This is an optimization exercise on Yosys and OpenROAD, whose aim is small area, a short achievable clock period and few clock cycles, not a production implementation. At most, simulation tests tie the RTL to the original design; equivalence was not proved. No activity file was given, so power comes from the tool's default toggle rates.

==> 11-17: inputs <==
==> flow/design.v (excerpt) <==
module flac_metadata_header_parser
(
  input  logic              clk,
  input  logic              rst,
  input  logic              psel,
  input  logic              penable,
  input  logic              pwrite,
  input  logic [ADDR_W-1:0] paddr,
  input  logic [31:0]       pwdata,
  output logic [31:0]       prdata,
  output logic              pready,
  input  logic              in_valid,
  output logic              in_stall,
  input  logic [7:0]        data_byte,
  input  logic              end_of_file,
  input  logic              restart,
  output logic              out_valid,
  input  logic              out_stall,
  output logic [2:0]        status,
  output logic [19:0]       sample_rate,
  output logic [3:0]        channel_count,
  output logic [5:0]        bits_per_sample,
  output logic [15:0]       min_block_size,
  output logic [15:0]       max_block_size,
  output logic [23:0]       min_frame_size,
  output logic [23:0]       max_frame_size,
  output logic [31:0]       total_samples,
  output logic [31:0]       metadata_length,
  output logic [31:0]       bitrate_kbps
);
  localparam logic [1:0] PH_MARKER = 2'd0;
  localparam logic [1:0] PH_HEADER = 2'd1;
  ...
Settings: LEC_CHECK=0, CAP_MARGIN=20, CORE_MARGIN=2, CORE_UTILIZATION=60, SLEW_MARGIN=20; clock period 10.0 ns.
standard.sh (not shown) runs the stock make flow with config.mk's settings and CLKGATE_MAP_FILE= SYNTH_SCRIPT=/design/flow/synth_recipe.tcl, a recipe that flattens the netlist after the stock synthesis.
==> flow/flow/run.sh <==
#!/bin/bash
set -uo pipefail
export BUFFER_PORTS_ARGS="-buffer_cell sky130_fd_sc_hd__buf_1"
bash standard.sh SETUP_SLACK_MARGIN=5.5 finish > make.log 2>&1
==> 06-11 (differences from 11-17) <==
==> flow/design.v (replaced) <==
package flacmh_pkg;
  localparam int INFO_BYTES = 18;
  localparam int ADDR_W = 3;
  localparam logic [2:0] ST_OK = 3'd0;
  localparam logic [2:0] ST_BAD_MARKER = 3'd1;
  localparam logic [2:0] ST_TRUNCATED = 3'd2;
  localparam logic [2:0] ST_SKIP_EOF = 3'd3;
  localparam logic [2:0] ST_NO_INFO = 3'd4;
  localparam logic [6:0] KIND_STREAMINFO = 7'd0;
  localparam logic [6:0] KIND_SEEKTABLE = 7'd3;
  localparam logic [7:0] MARKER_0 = 8'h66;
  localparam logic [7:0] MARKER_1 = 8'h4C;
  localparam logic [7:0] MARKER_2 = 8'h61;
  localparam logic [7:0] MARKER_3 = 8'h43;
endpackage
module flacmh_div
(
  input  logic [25:0] rem,
  input  logic        bit_in,
  input  logic [25:0] divisor,
  output logic [25:0] rem_next,
  output logic        q
);
  logic [26:0] shifted;
  logic [27:0] diff;
  always_comb begin
    shifted = {rem, bit_in};
    diff = {1'b0, shifted} - {2'b0, divisor};
    q = ~diff[27];
    rem_next = q ? diff[25:0] : shifted[25:0];
  end
endmodule
import flacmh_pkg::*;
module flac_metadata_header_parser
(
  input  logic              clk,
  input  logic              rst,
  input  logic              psel,
  input  logic              penable,
  input  logic              pwrite,
  input  logic [ADDR_W-1:0] paddr,
  input  logic [31:0]       pwdata,
  output logic [31:0]       prdata,
  output logic              pready,
  input  logic              in_valid,
  output logic              in_stall,
  input  logic [7:0]        data_byte,
  input  logic              end_of_file,
  input  logic              restart,
  output logic              out_valid,
  input  logic              out_stall,
  output logic [2:0]        status,
  output logic [19:0]       sample_rate,
  output logic [3:0]        channel_count,
  output logic [5:0]        bits_per_sample,
  output logic [15:0]       min_block_size,
  output logic [15:0]       max_block_size,
  output logic [23:0]       min_frame_size,
  output logic [23:0]       max_frame_size,
  output logic [31:0]       total_samples,
  output logic [31:0]       metadata_length,
  output logic [31:0]       bitrate_kbps
);
  localparam logic [1:0] PH_MARKER = 2'd0;
  localparam logic [1:0] PH_HEADER = 2'd1;
  localparam logic [1:0] PH_BODY = 2'd2;
  localparam logic [1:0] PH_DONE = 2'd3;
  localparam logic [1:0] DV_IDLE = 2'd0;
  localparam logic [1:0] DV_DIV1 = 2'd1;
  localparam logic [1:0] DV_DIV2 = 2'd2;
  logic [31:0] file_size;
  logic [1:0]  phase;
  logic [1:0]  idx;           
  logic [23:0] cnt;           
  logic        blk_last;
  logic        blk_info;
  logic        seen;
  logic [31:0] meta;
  logic [4:0]  capn;          
  logic [7:0]  info [INFO_BYTES];
  logic        pend;          
  logic [2:0]  pstat;
  logic [1:0]  dstate;
  logic [4:0]  step;
  logic [25:0] rem;
  logic [6:0]  rem125;
  logic [25:0] secs;
  logic        big;
  logic        secs_ok;
  logic [25:0] quo;
  assign pready = 1'b1;
  assign prdata = paddr[2] ? 32'd0 : file_size;
  logic ok_p;
  logic snap_free;
  logic handoff;
  logic acc;
  assign ok_p = (pstat == ST_OK);
  assign snap_free = !out_valid && (dstate != DV_DIV2);
  assign handoff = pend && snap_free && (!ok_p || secs_ok);
  assign in_stall = pend && !handoff;
  assign acc = in_valid && !in_stall;
  logic [7:0]  marker_exp;
  always_comb begin
    unique case (idx)
      2'd0: marker_exp = MARKER_0;
      2'd1: marker_exp = MARKER_1;
      2'd2: marker_exp = MARKER_2;
      default: marker_exp = MARKER_3;
    endcase
  end
  logic [23:0] len;
  logic [6:0]  kind;
  logic        k_info;
  logic        k_skip;
  logic        len_zero;
  logic [32:0] sum;
  logic        wrap;
  logic        past_eof;
  always_comb begin
    len = {cnt[15:0], data_byte};
    kind = cnt[22:16];
    k_info = (kind == KIND_STREAMINFO);
    k_skip = !k_info && (kind != KIND_SEEKTABLE);
    len_zero = (cnt[15:0] == 16'd0) && (data_byte == 8'd0);
    sum = {1'b0, meta} + {9'd0, len} + 33'd4;
    wrap = &meta[31:2];
    past_eof = (sum[32] && !wrap) || (sum[31:0] >= file_size);
  end
  logic [1:0]  phase_n;
  logic [1:0]  idx_n;
  logic [23:0] cnt_n;
  logic        last_n;
  logic        binfo_n;
  logic        seen_n;
  logic [31:0] meta_n;
  logic [4:0]  capn_n;
  logic        cap_we;
  logic        info_hdr;
  logic        end_go;
  logic [2:0]  end_st;
  logic        fin;
  always_comb begin
    phase_n = phase;
    idx_n = idx;
    cnt_n = cnt;
    last_n = blk_last;
    binfo_n = blk_info;
    seen_n = seen;
    meta_n = meta;
    capn_n = capn;
    cap_we = 1'b0;
    info_hdr = 1'b0;
    end_go = 1'b0;
    end_st = ST_OK;
    fin = 1'b0;
    if (acc) begin
      if (restart) begin
        phase_n = PH_MARKER;
        idx_n = 2'd0;
        seen_n = 1'b0;
      end else if (phase != PH_DONE) begin
        if (end_of_file) begin
          end_go = 1'b1;
          end_st = ST_TRUNCATED;
        end else begin
          unique case (phase)
            PH_MARKER: begin
              idx_n = idx + 2'd1;
              if (data_byte != marker_exp) begin
                end_go = 1'b1;
                end_st = ST_BAD_MARKER;
              end else if (idx == 2'd3) begin
                meta_n = 32'd4;
                phase_n = PH_HEADER;
              end
            end
            PH_HEADER: begin
              idx_n = idx + 2'd1;
              cnt_n = {cnt[15:0], data_byte};
              if (idx == 2'd3) begin
                meta_n = sum[31:0];
                last_n = cnt[23];
                binfo_n = k_info;
                if (k_info && len_zero) begin
                  end_go = 1'b1;
                  end_st = ST_TRUNCATED;
                end else if (k_skip && past_eof) begin
                  end_go = 1'b1;
                  end_st = ST_SKIP_EOF;
                end else begin
                  if (k_info) begin
                    info_hdr = 1'b1;
                    seen_n = 1'b1;
                    capn_n = 5'd0;
                  end
                  if (len_zero) begin
                    fin = cnt[23];
                  end else begin
                    phase_n = PH_BODY;
                  end
                end
              end
            end
            PH_BODY: begin
              cnt_n = cnt - 24'd1;
              if (blk_info && capn != 5'(INFO_BYTES)) begin
                cap_we = 1'b1;
                capn_n = capn + 5'd1;
              end
              if (cnt == 24'd1) begin
                if (blk_last) begin
                  fin = 1'b1;
                end else begin
                  phase_n = PH_HEADER;
                end
              end
            end
            default: begin
            end
          endcase
        end
      end
    end
    if (fin) begin
      end_go = 1'b1;
      end_st = seen ? ST_OK : ST_NO_INFO;
    end
    if (end_go) begin
      phase_n = PH_DONE;
    end
  end
  logic [7:0] sv [INFO_BYTES];
  always_comb begin
    for (int i = 0; i < INFO_BYTES; i++) begin
      sv[i] = (capn > 5'(i)) ? info[i] : 8'd0;
    end
  end
  logic [19:0] f_rate;
  logic [31:0] f_total;
  assign f_rate = {sv[10], sv[11], sv[12][7:4]};
  assign f_total = {sv[14], sv[15], sv[16], sv[17]};
  logic        kill;
  logic        info_done;
  logic        d1_go;
  logic [32:0] dsub;
  logic        kb_zero;
  logic        d2_go;
  assign kill = acc && (restart || info_hdr);
  assign info_done = !(phase == PH_BODY && blk_info && capn != 5'(INFO_BYTES));
  assign d1_go = (dstate == DV_IDLE) && seen && !secs_ok && info_done && !kill;
  assign dsub = {1'b0, file_size} - {1'b0, meta};
  assign kb_zero = !ok_p || dsub[32] || big || (secs == 26'd0);
  assign d2_go = handoff && !kb_zero;
  logic [7:0]  t125;
  logic        a_bit;
  logic [6:0]  rem125_n;
  logic        s_bit;
  logic [25:0] s_div;
  logic [25:0] rem_n;
  logic        q_bit;
  always_comb begin
    t125 = {rem125, quo[25]};
    a_bit = (t125 >= 8'd125);
    rem125_n = a_bit ? 7'(t125 - 8'd125) : t125[6:0];
    if (dstate == DV_DIV1) begin
      s_bit = f_total[step];
      s_div = {6'd0, f_rate};
    end else begin
      s_bit = a_bit;
      s_div = secs;
    end
  end
  flacmh_div u_div (
    .rem      (rem),
    .bit_in   (s_bit),
    .divisor  (s_div),
    .rem_next (rem_n),
    .q        (q_bit)
  );
  always_ff @(posedge clk) begin
    if (rst) begin
      file_size <= '0;
      phase <= PH_MARKER;
      idx <= '0;
      seen <= 1'b0;
      pend <= 1'b0;
      dstate <= DV_IDLE;
      secs_ok <= 1'b0;
      out_valid <= 1'b0;
    end else begin
      if (psel && penable && pwrite && !paddr[2]) begin
        file_size <= pwdata;
      end
      phase <= phase_n;
      idx <= idx_n;
      seen <= seen_n;
      if (end_go) begin
        pend <= 1'b1;
      end else if (handoff) begin
        pend <= 1'b0;
      end
      unique case (dstate)
        DV_IDLE: begin
          if (d2_go) begin
            dstate <= DV_DIV2;
          end else if (d1_go) begin
            dstate <= DV_DIV1;
          end
        end
        DV_DIV1: begin
          if (kill || step == 5'd0) begin
            dstate <= DV_IDLE;
          end
        end
        default: begin
          if (step == 5'd0) begin
            dstate <= DV_IDLE;
          end
        end
      endcase
      if (kill) begin
        secs_ok <= 1'b0;
      end else if (dstate == DV_DIV1 && step == 5'd0) begin
        secs_ok <= 1'b1;
      end
      if (handoff && kb_zero) begin
        out_valid <= 1'b1;
      end else if (dstate == DV_DIV2 && step == 5'd0) begin
        out_valid <= 1'b1;
      end else if (!out_stall) begin
        out_valid <= 1'b0;
      end
    end
  end
  always_ff @(posedge clk) begin
    cnt <= cnt_n;
    blk_last <= last_n;
    blk_info <= binfo_n;
    meta <= meta_n;
    capn <= capn_n;
    if (end_go) begin
      pstat <= end_st;
    end
    for (int i = 0; i < INFO_BYTES; i++) begin
      if (cap_we && capn == 5'(i)) begin
        info[i] <= data_byte;
      end
    end
    if (dstate == DV_IDLE) begin
      if (d2_go) begin
        step <= 5'd25;
        rem <= '0;
        rem125 <= dsub[31:26];
        quo <= dsub[25:0];
      end else if (d1_go) begin
        step <= 5'd31;
        rem <= '0;
        big <= 1'b0;
      end
    end else begin
      step <= step - 5'd1;
      rem <= rem_n;
      if (dstate == DV_DIV1) begin
        secs <= {secs[24:0], q_bit};
        if (step >= 5'd26 && q_bit) begin
          big <= 1'b1;
        end
      end else begin
        rem125 <= rem125_n;
        quo <= {quo[24:0], q_bit};
      end
    end
    if (handoff && kb_zero) begin
      quo <= '0;
    end
    if (handoff) begin
      status <= pstat;
      if (ok_p) begin
        sample_rate <= f_rate;
        channel_count <= {1'b0, sv[12][3:1]} + 4'd1;
        bits_per_sample <= {1'b0, sv[12][0], sv[13][7:4]} + 6'd1;
        min_block_size <= {sv[0], sv[1]};
        max_block_size <= {sv[2], sv[3]};
        min_frame_size <= {sv[4], sv[5], sv[6]};
        max_frame_size <= {sv[7], sv[8], sv[9]};
        total_samples <= f_total;
        metadata_length <= meta;
      end else begin
        sample_rate <= '0;
        channel_count <= '0;
        bits_per_sample <= '0;
        min_block_size <= '0;
        max_block_size <= '0;
        min_frame_size <= '0;
        max_frame_size <= '0;
        total_samples <= '0;
        metadata_length <= '0;
      end
    end
  end
  assign bitrate_kbps = {6'd0, quo};
endmodule
==> flow/run.sh (new file) <==
#!/bin/bash
# synth_recipe.tcl (not shown) runs the flow's synth.tcl, then flattens the netlist and writes it again
# the make line also repeats each setting of config.mk as NAME=value (left out here)
make -C /OpenROAD-flow-scripts/flow DESIGN_CONFIG=/design/flow/config.mk WORK_HOME=/design/flow/orfs CLKGATE_MAP_FILE= SYNTH_SCRIPT=/design/flow/synth_recipe.tcl finish
- CORE_UTILIZATION: 60 -> 40
removed: flow/flow/run.sh
removed: flow/standard.sh
==> 06-04 (differences from 11-17) <==
--- a/flow/design.v
+++ b/flow/design.v
@@ -78,35 +78,35 @@
   logic [31:0] meta;
   logic [4:0]  capn;          
   logic [7:0]  info [INFO_BYTES];
   logic        meta_upd;      
   logic        blk_chk;       
   logic        clr_done;      
-  logic        zstall;        
   logic        pend;          
   logic [2:0]  pstat;
   logic [1:0]  dstate;
   logic [4:0]  step;
   logic [25:0] rem;
   logic [6:0]  rem125;
   logic [25:0] secs;
   logic        big;
   logic        secs_ok;
   logic [25:0] quo;
+  logic        bit_q;         
   logic        abit_q;        
   logic        kz;            
   assign pready = 1'b1;
   assign prdata = paddr[2] ? 32'd0 : file_size;
   logic ok_p;
   logic snap_free;
   logic handoff;
   logic acc;
   assign ok_p = (pstat == ST_OK);
   assign snap_free = !out_valid && (dstate != DV_DIV2);
   assign handoff = pend && snap_free && !meta_upd && (ok_p ? secs_ok : clr_done);
-  assign in_stall = (pend && !handoff) || zstall;
+  assign in_stall = (pend && !handoff) || (meta_upd && blk_chk && blk_last && (cnt == 24'd0));
   assign acc = in_valid && !in_stall;
   logic [7:0]  marker_exp;
   always_comb begin
     unique case (idx)
       2'd0: marker_exp = MARKER_0;
       2'd1: marker_exp = MARKER_1;
@@ -130,13 +130,13 @@
     k_info = (kind == KIND_STREAMINFO);
     k_skip = !k_info && (kind != KIND_SEEKTABLE);
     len_zero = (cnt[15:0] == 16'd0) && (data_byte == 8'd0);
     meta_new = {1'b0, meta} + {9'd0, cnt} + 33'd4;
     chk = meta_upd && blk_chk;
     skip_now = chk && (meta_new >= {1'b0, file_size});
-    zfin = zstall;
+    zfin = chk && blk_last && (cnt == 24'd0);
     end2 = skip_now || zfin;
   end
   logic [1:0]  phase_n;
   logic [1:0]  idx_n;
   logic [23:0] cnt_n;
   logic        last_n;
@@ -286,13 +286,13 @@
     a_bit = (t125 >= 8'd125);
     rem125_n = a_bit ? 7'(t125 - 8'd125) : t125[6:0];
     s_div = (dstate == DV_DIV1) ? {6'd0, f_rate} : secs;
   end
   flacmh_div u_div (
     .rem      (rem),
-    .bit_in   ((dstate == DV_DIV1) ? secs[25] : abit_q),
+    .bit_in   ((dstate == DV_DIV1) ? bit_q : abit_q),
     .divisor  (s_div),
     .rem_next (rem_n),
     .q        (q_bit)
   );
   always_ff @(posedge clk) begin
     if (rst) begin
@@ -354,13 +354,12 @@
   always_ff @(posedge clk) begin
     cnt <= cnt_n;
     blk_last <= last_n;
     blk_info <= binfo_n;
     capn <= capn_n;
     blk_chk <= chk_n;
-    zstall <= hdr_end && chk_n && len_zero && cnt[23] && !rst;
     clr_done <= pend && !ok_p;
     if (meta_set) begin
       meta <= 32'd4;
     end else if (meta_upd) begin
       meta <= meta_new[31:0];
     end
@@ -371,12 +370,13 @@
       if (info_clr || (cap_we && capn == 5'(i))) begin
         info[i] <= info_d;
       end
     end
     if (dstate == DV_IDLE) begin
       abit_q <= 1'b0;
+      bit_q <= short1 ? f_total[15] : f_total[25];
       if (d2_go) begin
         step <= 5'd26;
         rem <= '0;
       end else if (short1) begin
         step <= 5'd14;
         rem <= {10'd0, f_total[31:16]};
@@ -387,19 +387,22 @@
       if (d2_go) begin
         rem125 <= dsub[31:26];
         quo <= dsub[25:0];
         kz <= dsub[32] || big || (secs == 26'd0);
       end
       if (d1_go) begin
-        secs <= short1 ? {f_total[15:0], 10'd0} : f_total[25:0];
+        if (short1) begin
+          secs <= '0;
+        end
         big <= !short1 && (f_rate[19:6] == 14'd0) && (f_total[31:26] >= f_rate[5:0]);
       end
     end else begin
       step <= step - 5'd1;
       rem <= rem_n;
       if (dstate == DV_DIV1) begin
+        bit_q <= f_total[step];
         secs <= {secs[24:0], q_bit};
       end else begin
         abit_q <= a_bit;
         rem125 <= rem125_n;
         quo <= {quo[24:0], q_bit && !kz};
       end
==> flow/flow/run.sh (replaced) <==
#!/bin/bash
set -uo pipefail
export BUFFER_PORTS_ARGS="-buffer_cell sky130_fd_sc_hd__buf_1"
bash standard.sh SETUP_SLACK_MARGIN=5 finish > make.log 2>&1
- CORE_UTILIZATION: 60 -> 40
==> 10-28 (differences from 11-17) <==
--- a/flow/design.v
+++ b/flow/design.v
@@ -76,37 +76,39 @@
   logic        blk_info;
   logic        seen;
   logic [31:0] meta;
   logic [4:0]  capn;          
   logic [7:0]  info [INFO_BYTES];
   logic        meta_upd;      
-  logic        blk_chk;       
-  logic        clr_done;      
-  logic        zstall;        
+  logic        cmp_gt;        
+  logic        cmp_eq;        
+  logic        room_le0;
+  logic        room_big;
   logic        pend;          
   logic [2:0]  pstat;
   logic [1:0]  dstate;
   logic [4:0]  step;
   logic [25:0] rem;
   logic [6:0]  rem125;
   logic [25:0] secs;
   logic        big;
   logic        secs_ok;
   logic [25:0] quo;
+  logic        bit_q;         
   logic        abit_q;        
   logic        kz;            
   assign pready = 1'b1;
   assign prdata = paddr[2] ? 32'd0 : file_size;
   logic ok_p;
   logic snap_free;
   logic handoff;
   logic acc;
   assign ok_p = (pstat == ST_OK);
   assign snap_free = !out_valid && (dstate != DV_DIV2);
-  assign handoff = pend && snap_free && !meta_upd && (ok_p ? secs_ok : clr_done);
-  assign in_stall = (pend && !handoff) || zstall;
+  assign handoff = pend && snap_free && !meta_upd && (!ok_p || secs_ok);
+  assign in_stall = pend && !handoff;
   assign acc = in_valid && !in_stall;
   logic [7:0]  marker_exp;
   always_comb begin
     unique case (idx)
       2'd0: marker_exp = MARKER_0;
       2'd1: marker_exp = MARKER_1;
@@ -116,65 +118,62 @@
   end
   logic [23:0] len;
   logic [6:0]  kind;
   logic        k_info;
   logic        k_skip;
   logic        len_zero;
-  logic [32:0] meta_new;
-  logic        chk;
-  logic        skip_now;
-  logic        zfin;
-  logic        end2;
+  logic [33:0] room;
+  logic        past_eof;
   always_comb begin
     len = {cnt[15:0], data_byte};
     kind = cnt[22:16];
     k_info = (kind == KIND_STREAMINFO);
     k_skip = !k_info && (kind != KIND_SEEKTABLE);
     len_zero = (cnt[15:0] == 16'd0) && (data_byte == 8'd0);
-    meta_new = {1'b0, meta} + {9'd0, cnt} + 33'd4;
-    chk = meta_upd && blk_chk;
-    skip_now = chk && (meta_new >= {1'b0, file_size});
-    zfin = zstall;
-    end2 = skip_now || zfin;
+    room = {2'b0, file_size} - {2'b0, meta} - 34'd4;
+    past_eof = room_le0 || (!room_big && (cmp_gt || (cmp_eq && data_byte >= room[7:0])));
   end
   logic [1:0]  phase_n;
   logic [1:0]  idx_n;
   logic [23:0] cnt_n;
   logic        last_n;
-  logic        chk_n;
   logic        binfo_n;
   logic        seen_n;
   logic        meta_set;
   logic        hdr_end;
+  logic        hdr_b1;
+  logic        hdr_b2;
   logic [4:0]  capn_n;
   logic        cap_we;
   logic        info_hdr;
   logic        end_go;
   logic [2:0]  end_st;
   logic        fin;
   always_comb begin
     phase_n = phase;
     idx_n = idx;
     cnt_n = cnt;
     last_n = blk_last;
-    chk_n = blk_chk;
     binfo_n = blk_info;
     seen_n = seen;
     meta_set = 1'b0;
     hdr_end = 1'b0;
+    hdr_b1 = 1'b0;
+    hdr_b2 = 1'b0;
     capn_n = capn;
     cap_we = 1'b0;
     info_hdr = 1'b0;
     end_go = 1'b0;
     end_st = ST_OK;
     fin = 1'b0;
     if (acc) begin
       if (restart) begin
         phase_n = PH_MARKER;
         idx_n = 2'd0;
         seen_n = 1'b0;
+        capn_n = 5'd0;
       end else if (phase != PH_DONE) begin
         if (end_of_file) begin
           end_go = 1'b1;
           end_st = ST_TRUNCATED;
         end else begin
           unique case (phase)
@@ -188,28 +187,32 @@
                 phase_n = PH_HEADER;
               end
             end
             PH_HEADER: begin
               idx_n = idx + 2'd1;
               cnt_n = {cnt[15:0], data_byte};
+              hdr_b1 = (idx == 2'd1);
+              hdr_b2 = (idx == 2'd2);
               if (idx == 2'd3) begin
                 hdr_end = 1'b1;
                 last_n = cnt[23];
                 binfo_n = k_info;
-                chk_n = k_skip;
                 if (k_info && len_zero) begin
                   end_go = 1'b1;
                   end_st = ST_TRUNCATED;
+                end else if (k_skip && past_eof) begin
+                  end_go = 1'b1;
+                  end_st = ST_SKIP_EOF;
                 end else begin
                   if (k_info) begin
                     info_hdr = 1'b1;
                     seen_n = 1'b1;
                     capn_n = 5'd0;
                   end
                   if (len_zero) begin
-                    fin = cnt[23] && !k_skip;
+                    fin = cnt[23];
                   end else begin
                     phase_n = PH_BODY;
                   end
                 end
               end
             end
@@ -230,32 +233,27 @@
             default: begin
             end
           endcase
         end
       end
     end
-    if (fin || zfin) begin
+    if (fin) begin
       end_go = 1'b1;
       end_st = seen ? ST_OK : ST_NO_INFO;
     end
-    if (skip_now) begin
-      end_go = 1'b1;
-      end_st = ST_SKIP_EOF;
-    end
     if (end_go) begin
-      phase_n = (end2 && acc && restart) ? PH_MARKER : PH_DONE;
+      phase_n = PH_DONE;
+      if (end_st != ST_OK) begin
+        capn_n = 5'd0;
+      end
     end
   end
-  logic       info_clr;
-  logic [7:0] info_d;
   logic [7:0] sv [INFO_BYTES];
-  assign info_clr = info_hdr || (pend && !ok_p);
-  assign info_d = info_clr ? 8'd0 : data_byte;
   always_comb begin
     for (int i = 0; i < INFO_BYTES; i++) begin
-      sv[i] = info[i];
+      sv[i] = (capn > 5'(i)) ? info[i] : 8'd0;
     end
   end
   logic [19:0] f_rate;
   logic [31:0] f_total;
   assign f_rate = {sv[10], sv[11], sv[12][7:4]};
   assign f_total = {sv[14], sv[15], sv[16], sv[17]};
@@ -286,13 +284,13 @@
     a_bit = (t125 >= 8'd125);
     rem125_n = a_bit ? 7'(t125 - 8'd125) : t125[6:0];
     s_div = (dstate == DV_DIV1) ? {6'd0, f_rate} : secs;
   end
   flacmh_div u_div (
     .rem      (rem),
-    .bit_in   ((dstate == DV_DIV1) ? secs[25] : abit_q),
+    .bit_in   ((dstate == DV_DIV1) ? bit_q : abit_q),
     .divisor  (s_div),
     .rem_next (rem_n),
     .q        (q_bit)
   );
   always_ff @(posedge clk) begin
     if (rst) begin
@@ -352,31 +350,42 @@
     end
   end
   always_ff @(posedge clk) begin
     cnt <= cnt_n;
     blk_last <= last_n;
     blk_info <= binfo_n;
-    capn <= capn_n;
-    blk_chk <= chk_n;
-    zstall <= hdr_end && chk_n && len_zero && cnt[23] && !rst;
-    clr_done <= pend && !ok_p;
+    if (rst) begin
+      capn <= 5'd0;
+    end else begin
+      capn <= capn_n;
+    end
     if (meta_set) begin
       meta <= 32'd4;
     end else if (meta_upd) begin
-      meta <= meta_new[31:0];
+      meta <= meta + {8'd0, cnt} + 32'd4;
     end
+    if (hdr_b1) begin
+      cmp_gt <= (data_byte > room[23:16]);
+      cmp_eq <= (data_byte == room[23:16]);
+    end else if (hdr_b2) begin
+      cmp_gt <= cmp_gt || (cmp_eq && data_byte > room[15:8]);
+      cmp_eq <= cmp_eq && (data_byte == room[15:8]);
+    end
+    room_le0 <= room[33] || (room == 34'd0);
+    room_big <= !room[33] && (room[32:24] != 9'd0);
     if (end_go) begin
       pstat <= end_st;
     end
     for (int i = 0; i < INFO_BYTES; i++) begin
-      if (info_clr || (cap_we && capn == 5'(i))) begin
-        info[i] <= info_d;
+      if (cap_we && capn == 5'(i)) begin
+        info[i] <= data_byte;
       end
     end
     if (dstate == DV_IDLE) begin
       abit_q <= 1'b0;
+      bit_q <= short1 ? f_total[15] : f_total[25];
       if (d2_go) begin
         step <= 5'd26;
         rem <= '0;
       end else if (short1) begin
         step <= 5'd14;
         rem <= {10'd0, f_total[31:16]};
@@ -387,19 +396,22 @@
       if (d2_go) begin
         rem125 <= dsub[31:26];
         quo <= dsub[25:0];
         kz <= dsub[32] || big || (secs == 26'd0);
       end
       if (d1_go) begin
-        secs <= short1 ? {f_total[15:0], 10'd0} : f_total[25:0];
+        if (short1) begin
+          secs <= '0;
+        end
         big <= !short1 && (f_rate[19:6] == 14'd0) && (f_total[31:26] >= f_rate[5:0]);
       end
     end else begin
       step <= step - 5'd1;
       rem <= rem_n;
       if (dstate == DV_DIV1) begin
+        bit_q <= f_total[step];
         secs <= {secs[24:0], q_bit};
       end else begin
         abit_q <= a_bit;
         rem125 <= rem125_n;
         quo <= {quo[24:0], q_bit && !kz};
       end
==> flow/flow/run.sh (replaced) <==
#!/bin/bash
set -uo pipefail
export BUFFER_PORTS_ARGS="-buffer_cell sky130_fd_sc_hd__buf_1"
bash standard.sh SETUP_SLACK_MARGIN=4.5 finish > make.log 2>&1
- CORE_UTILIZATION: 60 -> 40
==> impl_metrics.py <==
metrics = {
    "worst_setup_path": {
        "crit_type": "in2reg",
        "cp_cell_sequence": "buf_1 -> buf_4 -> inv_1 -> ha_1 -> nand2b_1 -> a21o_1 -> a21o_1 -> a21o_1 -> a21o_1 -> a2111oi_1 -> o211ai_1 -> a21o_1 -> a211oi_2 -> a21oi_1 -> nor4_1",
    },
    "drt": {
        "routedWlPerCell_um": 19.9,
    },
    "placed_design": {
        "place_ws_ns": 3.92,
        "place_hpwl_um": 55600,
    },
    "floorplanning": {
        "start_util_pct": 40.3,
    },
    "timing": {
        "rsz0062_at_grt": "false",
    },
    "run_status": {
        "outcome": "no timing/DRC/antenna violations",
    },
    "hold_path": {
        "holdCritStartpoint": "pstat[0]",
    },
    "global_routing": {
        "grtUsageMet3_pct": 3.09,
    },
    "final_layout": {
        "fin_area_um2": 31800,
        "post-route-util_pct": 46.4,
    },
    "power": {
        "intPower_uw": 3770,
    },
    "synthesis": {
        "synth_edf_count": 384,
    },
}
[end of results for 10-28]
==> impl_metrics.py <==
metrics = {
    "run_status": {
        "outcome": "no timing/DRC/antenna violations",
    },
    "worst_setup_path": {
        "cp_cell_sequence": "buf_4 -> inv_1 -> ha_1 -> or3b_1 -> nor4_4 -> nand2_1 -> nand2_1 -> buf_1",
        "crit_type": "reg2out",
    },
    "drt": {
        "routedWlPerCell_um": 20.2,
    },
    "floorplanning": {
        "start_util_pct": 40.3,
    },
    "synthesis": {
        "synth_edf_count": 388,
    },
    "timing": {
        "rsz0062_at_grt": "true",
    },
    "power": {
        "intPower_uw": 3830,
    },
    "placed_design": {
        "place_hpwl_um": 51200,
    },
}
[end of results for 06-04]
==> impl_metrics.py <==
metrics = {
    "final_layout": {
        "multi_input_cells": 1622,
        "final-seq-area_um2": 14300,
        "fin_area_um2": 30200,
        "clkbuf_count": 64,
        "post-route-util_pct": 71.6,
    },
    "worst_setup_path": {
        "cp_cell_sequence": "ha_4 -> ha_4 -> inv_2 -> fa_2 -> nor2b_2 -> o31a_1 -> o21ai_2 -> a211o_1 -> nand3_2 -> a31oi_4 -> a21o_1 -> buf_4 -> xnor2_1 -> ha_1 -> nand4_1 -> nor4_4 -> nand3_1 -> o211ai_1 -> a21oi_2 -> o221ai_2 -> a32o_2 -> nor3_4 -> inv_2",
        "crit_type": "reg2reg",
    },
    "power": {
        "intPower_uw": 3780,
    },
    "global_routing": {
        "grtUsageMet3_pct": 6.16,
    },
    "placed_design": {
        "place_ws_ns": 4.48,
    },
    "drt": {
        "routedWlPerCell_um": 22.6,
    },
    "run_status": {
        "outcome": "no timing/DRC/antenna violations",
    },
    "synthesis": {
        "synth_edf_count": 386,
    },
}
[end of results for 11-17]
==> impl_metrics.py <==
metrics = {
    "run_status": {
        "outcome": "no timing/DRC/antenna violations",
    },
    "synthesis": {
        "synth_edf_count": 448,
    },
    "timing": {
        "rsz0062_at_grt": "false",
    },
    "placed_design": {
        "place_ws_ns": 1.63,
        "place_hpwl_um": 53800,
    },
    "final_layout": {
        "nets": 2832,
        "fin_area_um2": 31900,
    },
    "drt": {
        "routedWlPerCell_um": 21.0,
        "vias": 19100,
    },
    "power": {
        "intPower_uw": 3670,
    },
    "floorplanning": {
        "start_util_pct": 40.6,
    },
    "worst_setup_path": {
        "crit_type": "in2reg",
        "cp_cell_sequence": "clkdlybuf4s50_1 -> buf_4 -> ha_1 -> ha_1 -> fa_1 -> a211oi_1 -> o21a_1 -> o31ai_1 -> o31ai_1 -> a21oi_1 -> a31oi_1 -> nor3_1 -> xnor2_1 -> ha_1 -> nand4_1 -> nor4_1 -> a22oi_1 -> o211ai_1 -> a31oi_1 -> a21oi_1 -> o21a_1 -> nor2_1 -> nor4b_1",
    },
    "global_routing": {
        "grtUsageMet3_pct": 2.95,
    },
}
[end of results for 06-11]
Testbench counts of 06-11, summed over its fixed seeds: cycles 39,030.
Testbench counts of 06-04, summed over its fixed seeds: cycles 37,000.
Testbench counts of 10-28, summed over its fixed seeds: cycles 37,000.
The RTL of 11-17 was laid out without a check of its function.

## separate check: timing with driven ports
In the flow no input, the clock included, has a driving cell. The finished layouts below were timed again as built, in two steps. Step 1 sets driving cells, clkbuf_16 on the clock port and buf_2 on the other inputs (assumed; they add their load-dependent delay and slew). Step 2 adds t to the input delays and takes it off the output delays; t is the mean of the earliest and latest rising clock arrival at the registers after step 1. Input paths then give back, and output paths get back, about the clock's delay inside the block. Three values: no drivers, after step 1, after step 2; two values: the first two.
run	t (ns)	setup slack, ns	cell pins on the clock port's net
11-17	0.672	5.172 / 5.172 / 5.172	1
06-11	0.681	2.191 / 2.219 / 1.538	1
06-04	0.680	5.158 / 5.099 / 5.091	1
10-28	0.683	4.733 / 4.745 / 4.077	1
After both steps every run listed still meets setup and hold. For 10-28, which loses most, drivers alone change the setup slack by +0.012 ns; drivers and shift together by -0.656 ns.
